From an optimization exercise on the open Yosys and OpenROAD flow, aimed at a short achievable clock period and few clock cycles; shortcuts taken in it are not production practice. Function was checked by simulation only, so behaviour that the tests miss may differ from the original. Power figures rest on the tool's default switching activity, not on a simulated workload.

==> design/flow/design.v <==
`timescale 1ns/1ps
package scalar_pkg;
    localparam int data_width    = 32;
    localparam int addr_width    = 12;
    localparam int reg_count     = 16;
    localparam int reg_idx_width = 4;
    localparam logic [data_width-1:0] halt_marker    = 32'hFFFF_FFFF;
    localparam logic [data_width-1:0] barrier_marker = 32'hAAAA_AAAA;
    typedef enum logic [3:0] {
        op_nop      = 4'd0,
        op_load_imm = 4'd1,
        op_jump     = 4'd2,
        op_branch   = 4'd3,
        op_alu      = 4'd4,
        op_load_pc  = 4'd5,
        op_halt     = 4'd6,
        op_sync     = 4'd7
    } op_t;
    typedef enum logic [2:0] {
        alu_add = 3'd0,
        alu_sub = 3'd1,
        alu_and = 3'd2,
        alu_or  = 3'd3,
        alu_xor = 3'd4,
        alu_cmp = 3'd7
    } alu_op_t;
    typedef enum logic [3:0] {
        cond_none   = 4'd0,
        cond_eq     = 4'd1,
        cond_ne     = 4'd2,
        cond_lt     = 4'd3,
        cond_ge     = 4'd4,
        cond_cs     = 4'd5,
        cond_cc     = 4'd6,
        cond_vs     = 4'd7,
        cond_vc     = 4'd8,
        cond_always = 4'd15
    } cond_t;
    typedef enum logic [1:0] {
        stage_fetch     = 2'd0,
        stage_decode    = 2'd1,
        stage_execute   = 2'd2,
        stage_writeback = 2'd3
    } stage_t;
    typedef struct packed {
        logic zero;
        logic negative;
        logic carry;
        logic overflow;
    } flags_t;
    typedef struct packed {
        logic [3:0]               op;
        logic [reg_idx_width-1:0] src;
        logic [reg_idx_width-1:0] dest;
        logic [2:0]               alu_op;
        logic [3:0]               cond;
        logic [3:0]               sync_sel;
        logic [addr_width-1:0]    addr;
        logic [data_width-1:0]    imm;    
        logic                     take_branch;
    } decoded_t;
endpackage
`timescale 1ns/1ps
module scalar_core (
    input  logic        clock,
    input  logic        reset,
    input  logic        enable,
    input  logic [31:0] instruction,
    output logic [31:0] data_out,
    output logic        data_valid,
    output logic [11:0] prog_mem_addr,
    output logic        prog_mem_read
);
    localparam logic [31:0] HALT_MARKER    = 32'hFFFF_FFFF;
    localparam logic [31:0] BARRIER_MARKER = 32'hAAAA_AAAA;
    logic        running;
    logic [31:0] regs [16];
    logic        zf, nf, cf, vf;
    logic        e_wr;           
    logic        e_ldi;
    logic        e_flg;          
    logic        e_arith;        
    logic        e_sub;          
    logic        e_and, e_or;
    logic [3:0]  e_dest;
    logic [15:0] e_imm;
    logic [31:0] e_sb;           
    logic [31:0] e_d;            
    logic        e_osrc, e_obar, e_ohalt;
    logic [8:3]  e_chk;          
    logic        e_jr;           
    logic        e_pred;         
    logic [8:3]  hist;           
    logic [11:0] e_alt;          
    logic adv;
    assign adv           = enable & running;
    assign prog_mem_read = enable & running;
    function automatic logic cond_eval(input logic [3:0] c, input logic z, input logic n,
                                       input logic cy, input logic v);
        case (c)
            4'd1:    cond_eval = z;
            4'd2:    cond_eval = !z;
            4'd3:    cond_eval = n;
            4'd4:    cond_eval = !n;
            4'd5:    cond_eval = cy;
            4'd6:    cond_eval = !cy;
            4'd7:    cond_eval = v;
            4'd8:    cond_eval = !v;
            4'd15:   cond_eval = 1'b1;
            default: cond_eval = 1'b0;
        endcase
    endfunction
    logic [31:0] x, lres, alu_res, res, sum;
    logic [31:0] pg_g [6];       
    logic [31:0] pg_p [6];
    logic [32:0] cy;             
    logic        n_z, n_n, n_c, n_v;
    logic        b_z, b_n, b_c, b_v;    
    logic        l_n;                   
    logic        e_out;
    logic        mis;
    always_comb begin
        x = e_d ^ e_sb;
        pg_g[0]    = e_d;
        pg_p[0]    = x;
        pg_g[0][0] = x[0] ? e_sub : e_d[0];
        pg_p[0][0] = 1'b0;
        for (int l = 0; l < 5; l++) begin
            for (int i = 0; i < 32; i++) begin
                if (i >= (1 << l)) begin
                    pg_g[l+1][i] = pg_p[l][i] ? pg_g[l][i - (1 << l)] : pg_g[l][i];
                    pg_p[l+1][i] = pg_p[l][i] & pg_p[l][i - (1 << l)];
                end else begin
                    pg_g[l+1][i] = pg_g[l][i];
                    pg_p[l+1][i] = pg_p[l][i];
                end
            end
        end
        cy  = {pg_g[5], e_sub};
        sum = x ^ cy[31:0];
        lres    = e_and ? (e_d & e_sb) : e_or ? (e_d | e_sb) : x;
        alu_res = e_arith ? sum : lres;
        res     = e_ldi ? {{16{e_imm[15]}}, e_imm} : alu_res;
        if (e_arith)    n_z = ~|(x ^ {e_d[30:0] | e_sb[30:0], e_sub});
        else if (e_and) n_z = ~|(e_d & e_sb);
        else if (e_or)  n_z = ~|(e_d | e_sb);
        else            n_z = ~|x;
        n_n = alu_res[31];
        n_c = e_arith & cy[32];
        n_v = e_arith & (cy[32] ^ cy[31]);
    end
    assign l_n   = e_and ? (e_d[31] & e_sb[31]) : e_or ? (e_d[31] | e_sb[31]) : x[31];
    assign b_z   = e_flg ? n_z : zf;
    assign b_n   = e_flg ? l_n : nf;
    assign b_c   = e_flg ? 1'b0 : cf;
    assign b_v   = e_flg ? 1'b0 : vf;
    logic [8:3]  c_val;          
    logic        e_taken;
    assign c_val   = {!vf, vf, !cf, cf, !nf, nf};
    assign e_taken = |(e_chk & c_val);
    assign mis     = e_jr | ((|e_chk) & (e_taken != e_pred));
    assign e_out = e_osrc | e_obar | e_ohalt;
    logic [3:0]  f_op, f_src, f_dest, f_sel, f_cond;
    logic [2:0]  f_a;
    logic [11:0] f_addr, pa_inc, pa_next;
    logic [31:0] rs, rd, s_fwd, d_fwd;
    logic        f_ldi, f_jmp, f_br, f_alu, f_ldpc, f_halt, f_sync;
    logic        f_alu_wr, f_alu_flg, f_sub;
    logic        hz_s, hz_d;
    logic        br_chk, br_take, f_pred;
    logic        ldpc_fast, f_go;
    logic        f_bar, f_sout;
    logic        f_oreq, f_ook, f_out;
    always_comb begin
        f_op   = instruction[31:28];
        f_src  = instruction[27:24];
        f_dest = instruction[23:20];
        f_sel  = instruction[19:16];
        f_a    = instruction[18:16];
        f_cond = instruction[15:12];
        f_addr = instruction[11:0];
        f_ldi  = (f_op == 4'd1);
        f_jmp  = (f_op == 4'd2);
        f_br   = (f_op == 4'd3);
        f_alu  = (f_op == 4'd4);
        f_ldpc = (f_op == 4'd5);
        f_halt = (f_op == 4'd6);
        f_sync = (f_op == 4'd7);
        f_bar  = f_sync & (f_sel == 4'd0);
        f_sout = f_sync & (f_sel == 4'd1);
        f_alu_wr  = f_alu & (f_a <= 3'd4);
        f_alu_flg = f_alu & ((f_a <= 3'd4) | (f_a == 3'd7));
        f_sub     = f_alu & ((f_a == 3'd1) | (f_a == 3'd7));
        rs = regs[f_src];
        rd = regs[f_dest];
        hz_s = e_wr & (e_dest == f_src);
        hz_d = e_wr & (e_dest == f_dest);
        s_fwd = hz_s ? res : rs;
        d_fwd = hz_d ? res : rd;
        pa_inc = prog_mem_addr + 12'd1;
        br_chk  = f_br & (f_cond >= 4'd3) & (f_cond <= 4'd8) & e_flg & e_arith;
        case (f_cond)
            4'd3:    f_pred = hist[3];
            4'd4:    f_pred = hist[4];
            4'd5:    f_pred = hist[5];
            4'd6:    f_pred = hist[6];
            4'd7:    f_pred = hist[7];
            default: f_pred = hist[8];
        endcase
        br_take = br_chk ? f_pred : cond_eval(f_cond, b_z, b_n, b_c, b_v);
        ldpc_fast = hz_s & e_ldi;
        f_go = !mis;
        f_oreq = f_halt | f_bar | f_sout;
        f_ook  = !e_out & !(f_sout & hz_s);
        f_out  = f_oreq & f_ook & !mis;
        if (mis)                               pa_next = e_jr ? e_sb[11:0] : e_alt;
        else if (f_jmp | (f_br & br_take))     pa_next = f_addr;
        else if (f_ldpc & ldpc_fast)           pa_next = e_imm[11:0];
        else                                   pa_next = pa_inc;
    end
    always_ff @(posedge clock or posedge reset) begin
        if (reset) begin
            for (int i = 0; i < 16; i++) regs[i] <= '0;
        end else if (adv & e_wr) begin
            regs[e_dest] <= res;
        end
    end
    always_ff @(posedge clock or posedge reset) begin
        if (reset) begin
            {zf, nf, cf, vf} <= 4'd0;
        end else if (adv & e_flg) begin
            {zf, nf, cf, vf} <= {n_z, n_n, n_c, n_v};
        end
    end
    always_ff @(posedge clock or posedge reset) begin
        if (reset) begin
            prog_mem_addr <= '0;
            running       <= 1'b1;
            data_valid    <= 1'b0;
            data_out      <= '0;
            e_wr    <= 1'b0;
            e_ldi   <= 1'b0;
            e_flg   <= 1'b0;
            e_arith <= 1'b0;
            e_sub   <= 1'b0;
            e_and   <= 1'b0;
            e_or    <= 1'b0;
            e_dest  <= '0;
            e_imm   <= '0;
            e_sb    <= '0;
            e_d     <= '0;
            e_osrc  <= 1'b0;
            e_obar  <= 1'b0;
            e_ohalt <= 1'b0;
            e_chk   <= '0;
            e_jr    <= 1'b0;
            e_pred  <= 1'b0;
            hist    <= '0;
            e_alt   <= '0;
        end else begin
            data_valid <= adv & (e_out | f_out);
            if (adv) begin
                prog_mem_addr <= pa_next;
                if (e_ohalt | (f_out & f_halt)) running <= 1'b0;
                if (e_out) begin
                    data_out <= e_obar ? BARRIER_MARKER : e_ohalt ? HALT_MARKER : e_sb;
                end else begin
                    data_out <= f_halt ? HALT_MARKER : f_bar ? BARRIER_MARKER : rs;
                end
                e_wr    <= f_go & (f_ldi | f_alu_wr);
                e_ldi   <= f_go & f_ldi;
                e_flg   <= f_go & f_alu_flg;
                e_arith <= (f_a == 3'd0) | (f_a == 3'd1) | (f_a == 3'd7);
                e_sub   <= f_sub;
                e_and   <= (f_a == 3'd2);
                e_or    <= (f_a == 3'd3);
                e_dest  <= f_dest;
                e_imm   <= instruction[15:0];
                e_sb    <= s_fwd ^ {32{f_sub}};
                e_d     <= d_fwd;
                e_osrc  <= f_go & f_sout & !f_ook;
                e_obar  <= f_go & f_bar & !f_ook;
                e_ohalt <= f_go & f_halt & !f_ook;
                for (int c = 3; c <= 8; c++) e_chk[c] <= f_go & br_chk & (f_cond == c);
                e_jr    <= f_go & f_ldpc & !ldpc_fast;
                e_pred  <= br_take;
                e_alt   <= br_take ? pa_inc : f_addr;
                for (int c = 3; c <= 8; c++) if (e_chk[c]) hist[c] <= c_val[c];
            end
        end
    end
endmodule
==> design/flow/flow/run.sh <==
#!/bin/bash
# Own layout flow: the standard flow (standard.sh, every step), with more
# cells on the don't-use list: the slow wide OR/NOR and deep AOI/OAI cells,
# and the half and full adder cells (so that synthesis does not extract
# ripple adders). Synthesis and timing repair then build the logic from
# faster gates. After the floorplan step, own_pmr.tcl gives prog_mem_read an
# AND gate of its own (see there). Registers, constraints and all other steps
# are unchanged.
set -euo pipefail
cd "$(dirname "$0")/.."
base=$(make -s -C "$FLOW_HOME" DESIGN_CONFIG="$PWD/config.mk" WORK_HOME="$PWD/orfs" \
       print-DONT_USE_CELLS 2> print_dont_use.log | sed -n 's/^DONT_USE_CELLS: //p')
if [[ -z "$base" ]]; then
  echo "could not read the platform's DONT_USE_CELLS" >&2
  exit 1
fi
extra=""
for c in or4 or4b or4bb or3 or3b nor4 nor4b nor4bb nor3 nor3b a2111oi a2111o o2111ai \
         o2111a o41ai o41a a41oi a41o o311ai o311a a311oi a311o o32ai o32a a32oi a32o \
         and4bb and4b ha fa; do
  for s in 0 1 2 4; do
    if grep -q "cell (\"sky130_fd_sc_hd__${c}_$s\")" "$FLOW_HOME/platforms/sky130hd/lib/sky130_fd_sc_hd__tt_025C_1v80.lib"; then
      extra="$extra sky130_fd_sc_hd__${c}_$s"
    fi
  done
done
echo "DONT_USE_CELLS=$base$extra" > dont_use.txt
bash standard.sh "DONT_USE_CELLS=$base$extra" "POST_FLOORPLAN_TCL=$PWD/flow/own_pmr.tcl" finish > standard_flow.log 2>&1
==> design/flow/flow/own_pmr.tcl <==
# Sourced by the floorplan step (POST_FLOORPLAN_TCL). Gives prog_mem_read a
# gate of its own: an and2 of enable and running, apart from the equal AND
# that gates the pipeline registers, so the path from the enable port to the
# prog_mem_read port carries no other load. The function is unchanged.
set pmr_net [get_nets prog_mem_read]
set drivers {}
set loads {}
foreach pin [get_pins -of_objects $pmr_net] {
  if {[get_property $pin direction] eq "output"} {
    lappend drivers $pin
  } else {
    lappend loads $pin
  }
}
if {[llength $drivers] != 1 || [llength [get_nets -quiet enable]] != 1
    || [llength [get_nets -quiet running]] != 1} {
  puts "own_pmr: prog_mem_read, enable or running not as expected; left as it is"
} else {
  # make_net may give the net another name than asked: keep the object
  set inner [make_net own_pmr_inner]
  foreach pin [concat $drivers $loads] {
    disconnect_pin $pmr_net $pin
    connect_pin $inner $pin
  }
  make_instance own_pmr_and sky130_fd_sc_hd__and2_2
  connect_pin [get_nets enable] [get_pins own_pmr_and/A]
  connect_pin [get_nets running] [get_pins own_pmr_and/B]
  connect_pin $pmr_net [get_pins own_pmr_and/X]
  set n_inner [llength [get_pins -of_objects $inner]]
  set n_pmr [llength [get_pins -of_objects $pmr_net]]
  puts "own_pmr: [get_full_name $inner] has $n_inner pins, prog_mem_read $n_pmr"
  if {$n_inner != [llength $drivers] + [llength $loads] || $n_pmr != 1} {
    error "own_pmr: rewiring prog_mem_read went wrong"
  }
}
==> design/flow/standard.sh <==
#!/bin/bash
# synth_recipe.tcl (not shown) runs the flow's synth.tcl, then flattens the netlist and writes it again
# the make line also repeats each setting of config.mk as NAME=value (left out here)
make -C /OpenROAD-flow-scripts/flow DESIGN_CONFIG=/design/flow/config.mk WORK_HOME=/design/flow/orfs CLKGATE_MAP_FILE= SYNTH_SCRIPT=/design/flow/synth_recipe.tcl "${@:-finish}"
==> design/flow/config.mk <==
export PLATFORM = sky130hd
export DESIGN_NAME = scalar_core
export DESIGN_NICKNAME = scalar_core
export VERILOG_FILES = /design/flow/design.v
export SDC_FILE = /design/flow/constraint.sdc
export NUM_CORES = 4
export LEC_CHECK = 0
export CAP_MARGIN = 40
export CORE_MARGIN = 2
export CORE_UTILIZATION = 30
export SETUP_SLACK_MARGIN = 4.0
export SLEW_MARGIN = 40
export TNS_END_PERCENT = 100
==> design/flow/constraint.sdc <==
create_clock -name core_clock -period 7.0 [get_ports {clock}]
set_input_delay 1.4000 -clock core_clock [delete_from_list [all_inputs] [get_ports {clock}]]
set_output_delay 1.4000 -clock core_clock [all_outputs]
set_load 0.01 [all_outputs]
==> results.py, run 1 <==
metrics = {
    "placement": {
        "port_buffers": 80,
        "gp_congestion": 0.966,
        "place_inst": 5860,
        "dp_hpwl_mm": 111,
    },
    "power": {
        "p_clk_share_pct": 49.1,
        "ir_drop_uv": 161,
        "leakage_nw": 20.8,
        "p_switching_mw": 2.09,
        "swShare_pct": 24.3,
        "power_mw": 8.61,
        "intPower_mw": 6.52,
        "seq_power_share_pct": 45.8,
        "power_frac_comb_pct": 5.1,
        "cellPowerDensity_mw_per_mm2": 174,
    },
    "synthesis": {
        "synth_top_area_cell": "dfrtp_1",
        "yosysMostFrequentCell": "nand2_1",
        "synth_nets": 4442,
        "ys_seq_area_share_pct": 44.3,
        "yosysWarnings": 4,
        "syn_area_mm2": 0.0385,
        "ys_ff_latch": 682,
        "postSynthAreaPerCell_um2": 8.74,
        "synth-edff-count": 0,
        "yosysUniqueCellTypes": 86,
        "yosysTopAreaCellShare_pct": 44.2,
        "synthFlopType": "dfrtp_1",
        "synth_common_cells": "nand2_1, dfrtp_1, o21ai_0",
        "ys_top_cells_by_area": "dfrtp_1, nand2_1, o21ai_0, a22o_1, a22oi_1",
        "netlist_instances": 4407,
        "ys_async_sr_fraction_pct": 100,
    },
    "cts": {
        "cts_max_path_buffers": 3,
        "clk_latency_ps": 680,
        "holdBufCountCts": 0,
        "clockRootBuffer": "clkbuf_16",
        "numCtsBuffers": 78,
        "cts_sinks": 682,
        "cts_tree": "done",
        "htreeDepth": 3,
        "cts.clk_slew.worst_paths_ps": 50,
    },
    "drt": {
        "dr.pass1.iters": 9,
        "ant_nets": 0,
        "routed_wl_mm": 180,
        "avgRoutedWirePerCell_um": 28.5,
        "post_drt_via_cell_ratio": 6.20,
        "drcViolationCount": 0,
        "num_vias": 39100,
        "drt-initial-drc-count": 5997,
    },
    "timing": {
        "clock_skew_ps": 40.3,
        "hold_violations": 0,
        "rsz0062_at_grt": "true",
        "worst_pin_slew_ps": 978,
        "setup_tns_ps": 0,
        "finalCritPeriodShare_pct": 44.9,
        "setup_viol": 0,
        "maxSlewViolCount": 0,
        "fmax_mhz": 318,
        "relSlewSlack_pct": 34.8,
        "fin_crit_ps": 3150,
        "worst_hold_slack_ps": 482,
    },
    "die": {
        "floorplan.initialDensity_pct": 30.2,
        "die_h_um": 362,
        "core_area_mm2": 0.128,
        "num_io_pins": 81,
        "die_x_um": 362,
        "rows": 131,
        "dieArea_mm2": 0.131,
    },
    "global_route": {
        "grt_pass1_wl_mm": 259,
        "grt_pass1_vias": 36700,
        "grt_max_degree": 144,
        "antenna_found_initial": 8,
        "grt_overflow_total": 0,
        "track_usage_pct": 26.4,
    },
    "critical_path": {
        "setup.worst_path.class": "in2out",
        "arrival_ps": 1750,
        "slowest_stage": "and2_4",
        "worst_path_largest_cell_delay_ps": 130,
        "cp.depth": 3,
        "cp-end-kind": "output pin",
        "critical-path-top-delay-family": "buffers and inverters",
        "reg2reg_depth": 14,
        "crit_path_start_kind": "input port",
        "cp_max_fo": 3,
        "worstPathBufferInverterCount": 2,
        "path_cells": "buf_8 > and2_4 > buf_6",
        "required_ps": 5600,
    },
    "min_path": {
        "hold_path_class": "reg2reg",
        "hold_depth": 2,
    },
    "final_layout": {
        "area.growth.synth_to_final_pct": 28.4,
        "final_cells": 6314,
        "nFillCells": 12600,
        "layout.area.seq_mm2": 0.0172,
        "drive_gt1_share_pct": 24.6,
        "multiInputGateArea_mm2": 0.0223,
        "fin_nets": 4624,
        "fin_util_pct": 38.8,
    },
    "flow_run": {
        "maxCapViolCount": 0,
    },
    "outcome": {
        "status": "complete, no violations",
    },
}
per-stage QoR:
step / setup WS [ps] / cell area, µm²
global route: 3830 / 49500
CTS: 3850 / 47400
detailed placement: 2040 / 41500
floorplan: -3730 / 39400
finish: 3850 / 49500
global placement: 1980 / 41200
cell usage in the layout, fill, tap and decap left out, types with 39 or more instances in the layout:
master         synthesis  layout
a21oi_1              176     155
a221oi_1             140     101
a22o_1               149     148
a22oi_1              165     156
buf_12                 0      67
buf_4                 13     289
buf_6                  4      49
clkbuf_16              0      81
dfrtp_1              681     612
dfrtp_2                0      55
dlygate4sd2_1          0      39
mux2_2                99      93
nand2_1              800     773
nand3_1              109      99
nand4_1               94      94
nor2_1               240     179
nor2_4                 1      51
o21ai_0              495     471
o21ai_1              115     129
power by group through the flow:
stage	Sequential [mW]	Combinational (mW)	Clock, mW
2_1_floorplan	4.02	0.187	0
3_3_place_gp	4.01	0.336	0
3_5_place_dp	4.01	0.345	0
4_1_cts	3.94	0.399	4.25
5_1_grt	3.94	0.453	4.43
6_report	3.94	0.440	4.23
path summary, 6_finish.rpt:
kind / from / end / slack (ps)
setup / recovery: enable / prog_mem_read / 3850
hold reg to reg: e_imm[13] / e_imm[13] / 480
setup reg to reg: e_sb[1] / e_alt[3] / 3900
min in group asynchronous: reset / regs[7][18] / 1060
max in group asynchronous: reset / prog_mem_addr[9] / 4420
hold / removal: e_imm[13] / e_imm[13] / 480
what timing repair did:
action / in CTS / in global routing
pin swaps: 83 / 108
buffers inserted: 212 / 88
endpoints found under the setup margin: 706 / 337
gates resized for setup: 403 / 257
cloned: 8 / 2
sequential cells by signal (all words and copies together), names as in the netlist, 4 cells and up:
register       flops
data_out          32
regs             512
hist               6
e_alt             12
prog_mem_addr     12
e_imm             16
e_chk              6
e_sb              32
e_d               32
e_dest             4
final cells by class:
type / count / share of cell area, %
tap: 1662 / 4.20
inverter: 35 / 0.293
sequential: 682 / 34.8
clock buffer: 116 / 4.60
timing repair buffer: 499 / 10.4
multi-input combinational: 3293 / 45.1
antenna: 1 / 0.00506
clock inverter: 26 / 0.673
per-layer routing:
layer	vias up	share of wire [%]	global-route usage, %
li1	16500	-	-
met1	18900	38	34.3
met2	2924	43	39.6
met3	754	12	7.27
met4	6	6.8	14.8
met5	-	0.019	0
cell families (layout without fill, tap and decap cells):
| logic type | count (synthesis) | in the layout | synth area share [%] |
|---|---|---|---|
| AOI/OAI and AO/OA | 1598 | 1599 | 27.5 |
| and+or+nand+nor | 1433 | 1440 | 16.6 |
| DFF | 682 | 682 | 44.3 |
| buffers and inverters | 440 | 676 | 4.70 |
| muxes | 150 | 150 | 4.34 |
| xor gates and xnor gates | 92 | 92 | 2.30 |
| adders and majority gates | 12 | 12 | 0.325 |
| other | 0 | 1 | 0 |
worst min-delay path: cells and delay by family (launching register included):
family	cells	cell delay [ps]
flops	1	340
simple gates	2	100
Testbench counts, summed over its fixed seeds: cycles 76,439.
==> run 2: changes to the inputs <==
--- a/design/flow/design.v
+++ b/design/flow/design.v
@@ -63,2 +63,55 @@
 `timescale 1ns/1ps
+module alu_unit (
+    input  logic [31:0] d,           
+    input  logic [31:0] sb,          
+    input  logic [15:0] imm,
+    input  logic        is_ldi,
+    input  logic        is_arith,    
+    input  logic        is_sub,      
+    input  logic        is_and,
+    input  logic        is_or,
+    output logic [31:0] res,
+    output logic        n_z,
+    output logic        n_n,
+    output logic        n_c,
+    output logic        n_v,
+    output logic        l_n          
+);
+    logic [31:0] x, lres, alu_res, sum;
+    logic [31:0] pg_g [6];       
+    logic [31:0] pg_p [6];
+    logic [32:0] cy;             
+    always_comb begin
+        x = d ^ sb;
+        pg_g[0]    = d;
+        pg_p[0]    = x;
+        pg_g[0][0] = x[0] ? is_sub : d[0];
+        pg_p[0][0] = 1'b0;
+        for (int l = 0; l < 5; l++) begin
+            for (int i = 0; i < 32; i++) begin
+                if (i >= (1 << l)) begin
+                    pg_g[l+1][i] = pg_p[l][i] ? pg_g[l][i - (1 << l)] : pg_g[l][i];
+                    pg_p[l+1][i] = pg_p[l][i] & pg_p[l][i - (1 << l)];
+                end else begin
+                    pg_g[l+1][i] = pg_g[l][i];
+                    pg_p[l+1][i] = pg_p[l][i];
+                end
+            end
+        end
+        cy  = {pg_g[5], is_sub};
+        sum = x ^ cy[31:0];
+        lres    = is_and ? (d & sb) : is_or ? (d | sb) : x;
+        alu_res = is_arith ? sum : lres;
+        res     = is_ldi ? {{16{imm[15]}}, imm} : alu_res;
+        if (is_arith)    n_z = ~|(x ^ {d[30:0] | sb[30:0], is_sub});
+        else if (is_and) n_z = ~|(d & sb);
+        else if (is_or)  n_z = ~|(d | sb);
+        else             n_z = ~|x;
+        n_n = alu_res[31];
+        n_c = is_arith & cy[32];
+        n_v = is_arith & (cy[32] ^ cy[31]);
+        l_n = is_and ? (d[31] & sb[31]) : is_or ? (d[31] | sb[31]) : x[31];
+    end
+endmodule
+`timescale 1ns/1ps
 module scalar_core (
@@ -112,6 +165,3 @@
     endfunction
-    logic [31:0] x, lres, alu_res, res, sum;
-    logic [31:0] pg_g [6];       
-    logic [31:0] pg_p [6];
-    logic [32:0] cy;             
+    logic [31:0] res;
     logic        n_z, n_n, n_c, n_v;
@@ -121,33 +171,18 @@
     logic        mis;
-    always_comb begin
-        x = e_d ^ e_sb;
-        pg_g[0]    = e_d;
-        pg_p[0]    = x;
-        pg_g[0][0] = x[0] ? e_sub : e_d[0];
-        pg_p[0][0] = 1'b0;
-        for (int l = 0; l < 5; l++) begin
-            for (int i = 0; i < 32; i++) begin
-                if (i >= (1 << l)) begin
-                    pg_g[l+1][i] = pg_p[l][i] ? pg_g[l][i - (1 << l)] : pg_g[l][i];
-                    pg_p[l+1][i] = pg_p[l][i] & pg_p[l][i - (1 << l)];
-                end else begin
-                    pg_g[l+1][i] = pg_g[l][i];
-                    pg_p[l+1][i] = pg_p[l][i];
-                end
-            end
-        end
-        cy  = {pg_g[5], e_sub};
-        sum = x ^ cy[31:0];
-        lres    = e_and ? (e_d & e_sb) : e_or ? (e_d | e_sb) : x;
-        alu_res = e_arith ? sum : lres;
-        res     = e_ldi ? {{16{e_imm[15]}}, e_imm} : alu_res;
-        if (e_arith)    n_z = ~|(x ^ {e_d[30:0] | e_sb[30:0], e_sub});
-        else if (e_and) n_z = ~|(e_d & e_sb);
-        else if (e_or)  n_z = ~|(e_d | e_sb);
-        else            n_z = ~|x;
-        n_n = alu_res[31];
-        n_c = e_arith & cy[32];
-        n_v = e_arith & (cy[32] ^ cy[31]);
-    end
-    assign l_n   = e_and ? (e_d[31] & e_sb[31]) : e_or ? (e_d[31] | e_sb[31]) : x[31];
+    alu_unit u_alu (
+        .d        (e_d),
+        .sb       (e_sb),
+        .imm      (e_imm),
+        .is_ldi   (e_ldi),
+        .is_arith (e_arith),
+        .is_sub   (e_sub),
+        .is_and   (e_and),
+        .is_or    (e_or),
+        .res      (res),
+        .n_z      (n_z),
+        .n_n      (n_n),
+        .n_c      (n_c),
+        .n_v      (n_v),
+        .l_n      (l_n)
+    );
     assign b_z   = e_flg ? n_z : zf;
==> design/flow/run.sh (new file) <==
#!/bin/bash
# synth_recipe.tcl (not shown) runs the flow's synth.tcl, then flattens the netlist and writes it again
# the make line also repeats each setting of config.mk as NAME=value (left out here)
make -C /OpenROAD-flow-scripts/flow DESIGN_CONFIG=/design/flow/config.mk WORK_HOME=/design/flow/orfs CLKGATE_MAP_FILE= SYNTH_SCRIPT=/design/flow/synth_recipe.tcl finish
--- a/design/flow/config.mk
+++ b/design/flow/config.mk
@@ -12,2 +12,3 @@
 export SLEW_MARGIN = 40
+export SYNTH_HIERARCHICAL = 1
 export TNS_END_PERCENT = 100
removed: design/flow/flow/run.sh
removed: design/flow/flow/own_pmr.tcl
removed: design/flow/standard.sh
==> run 2 against run 1 <==
Still clean. Global-route usage up 1.0 points. Sequential cell count unchanged. Fmax down 15%. Synthesized cell count down 2.8%. Highest routed layer unchanged.
==> results.py, run 2 <==
metrics = {
    "outcome": {
        "status": "complete, no violations",
    },
    "synthesis": {
        "yosysMostFrequentCell": "dfrtp_1",
        "synth-edff-count": 0,
        "yosysWarnings": 11,
        "netlist_instances": 4284,
        "synth_common_cells": "dfrtp_1, mux2_2, nand2_1",
        "yosysUniqueCellTypes": 111,
        "ys_top_cells_by_area": "dfrtp_1, mux2_2, mux2i_1, nand2_1, nor2_1",
        "ys_seq_area_share_pct": 40.1,
        "ys_ff_latch": 682,
        "synth_nets": 4384,
        "synthFlopType": "dfrtp_1",
        "ys_async_sr_fraction_pct": 100,
        "syn_area_mm2": 0.0425,
        "postSynthAreaPerCell_um2": 9.93,
        "yosysTopAreaCellShare_pct": 40.1,
        "synth_top_area_cell": "dfrtp_1",
    },
    "global_route": {
        "grt_max_degree": 148,
        "grt_pass1_wl_mm": 292,
        "track_usage_pct": 27.4,
        "grt_overflow_total": 0,
        "antenna_found_initial": 18,
        "grt_pass1_vias": 38700,
    },
    "timing": {
        "rsz0062_at_grt": "true",
        "setup_viol": 0,
        "worst_pin_slew_ps": 951,
        "fmax_mhz": 270,
        "hold_violations": 0,
        "relSlewSlack_pct": 36.6,
        "maxSlewViolCount": 0,
        "finalCritPeriodShare_pct": 52.9,
        "clock_skew_ps": 48.4,
        "fin_crit_ps": 3700,
    },
    "critical_path": {
        "required_ps": 7530,
        "r2r_slack_ps": 3300,
        "arrival_ps": 4230,
        "crit_path_start_kind": "register",
        "cp-end-kind": "register",
        "r2r_start": "e_or",
        "setup.worst_path.class": "reg2reg",
        "reg2reg_depth": 15,
        "r2r_end": "prog_mem_addr[4]",
        "cp_max_fo": 60,
    },
    "final_layout": {
        "fin_util_pct": 39.1,
        "nFillCells": 13700,
        "drive_gt1_share_pct": 38.1,
        "final_area_mm2": 0.0553,
        "fin_nets": 4610,
        "area.growth.synth_to_final_pct": 29.9,
        "mostFrequentLayoutCells": "dfrtp_1, mux2_2, nand2_1, buf_4, nor2_1",
        "largest_reg_flops": 512,
        "layout.area.seq_mm2": 0.0172,
        "final_cells": 6465,
        "layout_commonest_cell": "dfrtp_1",
        "multiInputGateArea_mm2": 0.0263,
        "top_register": "regs",
    },
    "placement": {
        "port_buffers": 80,
        "place_inst": 6002,
        "dpl_cell_area_mm2": 0.0456,
        "dp_hpwl_mm": 134,
        "gp_congestion": 1.02,
    },
    "die": {
        "floorplan.initialDensity_pct": 30.1,
        "die_h_um": 381,
        "die_x_um": 381,
        "dieArea_mm2": 0.145,
        "core_area_mm2": 0.141,
        "num_io_pins": 81,
        "rows": 138,
    },
    "power": {
        "cellPowerDensity_mw_per_mm2": 167,
        "ir_drop_uv": 180,
        "power_mw": 9.25,
        "leakage_nw": 24.0,
    },
    "drt": {
        "drt-initial-drc-count": 6894,
        "num_vias": 42000,
        "drcViolationCount": 0,
        "ant_nets": 0,
        "routed_wl_mm": 215,
        "post_drt_via_cell_ratio": 6.50,
        "dr.pass1.iters": 10,
        "avgRoutedWirePerCell_um": 33.2,
    },
    "min_path": {
        "min-delay-start": "e_alt[11]",
        "hold_depth": 2,
        "hold_path_class": "reg2reg",
        "min_to": "e_alt[11]",
    },
    "cts": {
        "cts_tree": "done",
        "clockRootBuffer": "clkbuf_16",
        "numCtsBuffers": 77,
        "clk_latency_ps": 710,
        "cts_max_path_buffers": 3,
        "cts.clk_slew.worst_paths_ps": 60,
        "htreeDepth": 3,
        "cts_sinks": 682,
    },
    "flow_run": {
        "maxCapViolCount": 0,
    },
}
-- run 2: what timing repair did --
action,4_1_cts,5_1_grt
gates cloned,14,24
hold buffers,0,0
resized for setup,524,391
buffers inserted,165,114
endpoints found under the setup margin,709,543
hold endpoints to repair,0,0
pin swaps,74,87
-- run 2: metrics by stage --
step,hold slack (ps),setup WS (ps),setup TNS [ps]
6_report,488,3300,0
3_3_place_gp,461,2140,0
5_1_grt,514,3160,0
3_5_place_dp,475,2190,0
4_1_cts,488,3360,0
2_1_floorplan,443,-3730,-2540800
-- run 2: power breakdown --
group	switching, mW	internal (mW)
clock	1.85	2.44
sequential	0.00417	3.94
combinational	0.702	0.307
total	2.56	6.69
-- run 2: worst max-delay path by stage --
stage,startpoint,endpoint,cells past startpoint
after global placement,instruction[20],e_d[3],10
final,e_or,prog_mem_addr[4],15
after CTS,e_d[1],prog_mem_addr[4],17
after floorplan,reset,cf,1
after detailed placement,instruction[20],e_d[10],9
after global routing,e_d[8],prog_mem_addr[6],16
-- run 2: Yosys stat by module, one instance, submodules excluded --
module | cell area [µm²] | cells inside | times used
alu_unit | 5250 | 753 | 1
scalar_core | 37300 | 3531 | 1
-- run 2: logic make-up after synthesis --
kind of cell / Yosys count / share of synthesized area, %
AOI/OAI and AO/OA: 1161 / 19.5
and+or+nand+nor: 1034 / 11.6
muxes: 744 / 19.6
DFF: 682 / 40.1
buffers and inverters: 521 / 5.63
xor gates and xnor gates: 77 / 1.58
adders and majority gates: 65 / 1.91
-- run 2: routing by layer --
metal / up-vias / global-route usage (%) / wire length [µm]
met5: - / 0.165 / 463
li1: 16500 / - / -
met4: 23 / 15.5 / 16300
met3: 1054 / 11.7 / 32700
met1: 20800 / 35.9 / 81700
met2: 3617 / 37.6 / 83400
-- run 2: worst max-delay path, cell delays in order, from the launching register on --
cell and delay, ps:
dfrtp_2 410, buf_4 590, nand2_1 240, nor2_1 260, nand3_1 130, a21oi_2 190, a41oi_2 70, o22ai_2 270
mux2i_1 120, mux2i_1 200, a21oi_2 100, o32ai_4 270, buf_12 150, a31o_4 230, mux2i_1 230, o21ai_1 80
-- run 2: cell type report --
class                   count  area share, %
repair buffers            548           11.5
multi-input cells        3088           47.6
flip-flops and latches    682           31.0
diodes                     10         0.0453
inverters                 113          0.838
well taps                1890           4.28
clock inverters            24          0.586
clock buffers             110           4.13
Testbench counts of run 2, summed over its fixed seeds: cycles 76,439.

afterwards: timing with drivers on the ports:
In the flow no input, the clock included, has a driving cell. The finished layouts below were timed again as built, in two steps. Step 1 sets driving cells, clkbuf_16 on the clock port and buf_2 on the other inputs (assumed; they add their load-dependent delay and slew). Step 2, shift: input delay + t, output delay - t, t = (earliest + latest rising clock arrival at the registers) / 2. This alone moves slack from input paths to output paths. a / b / c = ideal / step 1 / step 2; a / b = the first two.
| run | shift t [ns] | setup slack, ns | worst setup path after step 2 | clock arrival spread, ns |
|---|---|---|---|---|
| run 1 | 0.732 | 3.855 / 3.815 / 3.093 | input to register | 0.042 / 0.042 |
| run 2 | 0.758 | 3.299 / 3.299 / 2.666 | input to register | 0.049 / 0.048 |
After both steps setup and hold are still met in every run listed. The setup slack of run 1, which loses most, moves by -0.040 ns with the drivers and by -0.762 ns with both steps.
